Context: an optimization exercise on an open-source flow, tuned for small area, a short achievable clock period and few clock cycles per item. The choices shown serve that exercise and are no tape-out recipe.
The RTL was checked by simulation tests, not by an equivalence proof against the original design.

==> flow/design.v (excerpt) <==
module fp_mul_arbiter #(
    parameter int W = fp_alu_pkg::FP_W
) (
    input  logic         clk,
    input  logic         rst,
    input  logic         req0_valid,
    input  logic [W-1:0] req0_a,
    input  logic [W-1:0] req0_b,
    output logic         req0_ready,
    input  logic         req1_valid,
    input  logic [W-1:0] req1_a,
    input  logic [W-1:0] req1_b,
    output logic         req1_ready,
    output logic         rsp_valid,
    output logic [W-1:0] rsp_data,
    output logic         rsp_id,
    input  logic         rsp_ready
);
==> flow/config.mk <==
export PLATFORM = sky130hd
export DESIGN_NAME = fp_mul_arbiter
export DESIGN_NICKNAME = fp_mul_arbiter
export VERILOG_FILES = /design/flow/design.v
export SDC_FILE = /design/flow/constraint.sdc
export NUM_CORES = 4
export LEC_CHECK = 0
export CAP_MARGIN = 20
export CORE_MARGIN = 2
export CORE_UTILIZATION = 40
export CTS_BUF_LIST = sky130_fd_sc_hd__clkbuf_8
export SETUP_SLACK_MARGIN = 5
export SLEW_MARGIN = 20
export SYNTH_HIERARCHICAL = 1
export SYNTH_MINIMUM_KEEP_SIZE = 0
==> flow/constraint.sdc <==
create_clock -name core_clock -period 11.0 [get_ports {clk}]
set_input_delay 2.2000 -clock core_clock [delete_from_list [all_inputs] [get_ports {clk}]]
set_output_delay 2.2000 -clock core_clock [all_outputs]
set_load 0.01 [all_outputs]
standard.sh (not shown) runs the stock make flow with config.mk's settings and CLKGATE_MAP_FILE= SYNTH_SCRIPT=/design/flow/synth_recipe.tcl, a recipe that flattens the netlist after the stock synthesis.
==> flow/flow/run.sh <==
#!/bin/bash
# The standard ORFS layout (the standard.sh, standard synthesis unchanged),
# with buf_1 cells as the port buffers instead of the resizer's default pick.
set -euo pipefail
bash standard.sh "BUFFER_PORTS_ARGS=-buffer_cell sky130_fd_sc_hd__buf_1" finish > orfs_make.log 2>&1
The starting point finished clean.
Testbench counts at the start, summed over its fixed seeds: cycles 6,416, items 6,400.
Edit:
==> flow/flow/run.sh (replaced) <==
#!/bin/bash
# The standard ORFS layout (the standard.sh, standard synthesis unchanged),
# with buf_2 cells as the port buffers and a larger setup repair margin.
set -euo pipefail
bash standard.sh "BUFFER_PORTS_ARGS=-buffer_cell sky130_fd_sc_hd__buf_2" SETUP_SLACK_MARGIN=5.4 finish > orfs_make.log 2>&1
Outcome: Synthesized area is unchanged. Flip-flop and latch count stays the same. Clock-buffer cell count stays the same. Routed wire length goes up by 1.2%. Clock skew stays flat.

* * *

Another version of the RTL of fp_mul_arbiter (not shown whole).
For scale: ~2,000 cells after synthesis.
Design fp_mul_arbiter, start of the top module:
module fp_mul_arbiter #(
    parameter int W = fp_alu_pkg::FP_W
) (
    input  logic         clk,
    input  logic         rst,
    input  logic         req0_valid,
    input  logic [W-1:0] req0_a,
    input  logic [W-1:0] req0_b,
    output logic         req0_ready,
    input  logic         req1_valid,
    input  logic [W-1:0] req1_a,
    input  logic [W-1:0] req1_b,
    output logic         req1_ready,
    output logic         rsp_valid,
    output logic [W-1:0] rsp_data,
    output logic         rsp_id,
    input  logic         rsp_ready
);
==> flow/config.mk <==
export PLATFORM = sky130hd
export DESIGN_NAME = fp_mul_arbiter
export DESIGN_NICKNAME = fp_mul_arbiter
export VERILOG_FILES = /design/flow/design.v
export SDC_FILE = /design/flow/constraint.sdc
export NUM_CORES = 4
export LEC_CHECK = 0
export CAP_MARGIN = 20
export CORE_MARGIN = 2
export CORE_UTILIZATION = 40
export CTS_BUF_LIST = sky130_fd_sc_hd__clkbuf_8
export SETUP_SLACK_MARGIN = 5
export SLEW_MARGIN = 20
export SYNTH_HIERARCHICAL = 1
export SYNTH_MINIMUM_KEEP_SIZE = 0
==> flow/constraint.sdc <==
create_clock -name core_clock -period 11.0 [get_ports {clk}]
set_input_delay 2.2000 -clock core_clock [delete_from_list [all_inputs] [get_ports {clk}]]
set_output_delay 2.2000 -clock core_clock [all_outputs]
set_load 0.01 [all_outputs]
==> flow/flow/run.sh <==
#!/bin/bash
# The standard ORFS layout (the standard.sh, standard synthesis unchanged),
# with buf_2 cells as the port buffers and a larger setup repair margin.
set -euo pipefail
bash standard.sh "BUFFER_PORTS_ARGS=-buffer_cell sky130_fd_sc_hd__buf_2" SETUP_SLACK_MARGIN=5.3 finish > orfs_make.log 2>&1
Testbench counts at the start, summed over its fixed seeds: cycles 6,416, items 6,400.
Then changed:
==> flow/flow/run.sh (replaced) <==
#!/bin/bash
# The standard ORFS layout (the standard.sh, standard synthesis unchanged),
# with buf_2 cells as the port buffers and a larger setup repair margin.
set -euo pipefail
bash standard.sh "BUFFER_PORTS_ARGS=-buffer_cell sky130_fd_sc_hd__buf_2" SETUP_SLACK_MARGIN=5.5 finish > orfs_make.log 2>&1
--- a/flow/config.mk
+++ b/flow/config.mk
@@ -8,5 +8,5 @@
 export CAP_MARGIN = 20
 export CORE_MARGIN = 2
-export CORE_UTILIZATION = 40
+export CORE_UTILIZATION = 60
 export CTS_BUF_LIST = sky130_fd_sc_hd__clkbuf_8
 export SETUP_SLACK_MARGIN = 5
Effect:
- non-clock buffer count shrinks by 2
- die area shrinks by 33%
- global-route usage grows by 12 points
- final area grows by 0.76%
- setup slack improved by 0.15 ns
- utilization grows by 23 points
Then changed:
==> flow/flow/run.sh (replaced) <==
#!/bin/bash
# The standard ORFS layout (the standard.sh, standard synthesis unchanged),
# with buf_2 cells as the port buffers and a larger setup repair margin.
set -euo pipefail
bash standard.sh "BUFFER_PORTS_ARGS=-buffer_cell sky130_fd_sc_hd__buf_2" SETUP_SLACK_MARGIN=5.6 finish > orfs_make.log 2>&1
Cell area rises by a few percent.
Maximum frequency goes up slightly.
Synthesized cell count is unchanged.
Area after synthesis stays the same.
Worst setup slack improves by 0.064 ns.
Cell count grows slightly.
Routed wire length rose by a few percent.
First-iteration DRC count climbs by about a fifth.

what the ideal ports hide:
Ports are ideal in the flow. The routed layouts listed here were re-timed in OpenROAD.
Step 1: set_driving_cell puts a clkbuf_16 on clk and a buf_2 on each other input, an assumption about the parent block.
Step 2 moves the port delays by t, midway between the first and last clock arrival at a register: inputs arrive t later, outputs are due t later. That takes back most of the time a late clock gives input paths.
Three values: ideal ports, drivers, drivers and shift; two values: the first two.
run | t, ns | setup WS [ns] | worst hold slack (ns) | worst data-port slew with drivers (ns)
the first run of note 1 | 0.502 | 5.214 / 5.206 / 5.214 | 0.414 / 0.414 / 0.414 | 0.06
the second run of note 1 | 0.491 | 5.513 / 5.487 / 5.513 | 0.423 / 0.423 / 0.423 | 0.07
the first run of note 2 | 0.510 | 5.425 / 5.372 / 5.367 | 0.424 / 0.424 / 0.424 | 0.05
the second run of note 2 | 0.512 | 5.571 / 5.542 / 5.551 | 0.421 / 0.421 / 0.421 | 0.07
the third run of note 2 | 0.524 | 5.635 / 5.617 / 5.625 | 0.424 / 0.424 / 0.424 | 0.06
After both steps setup and hold are still met in every run listed. For the first run of note 2, which loses most, drivers alone change the setup slack by -0.053 ns; drivers and shift together by -0.058 ns.
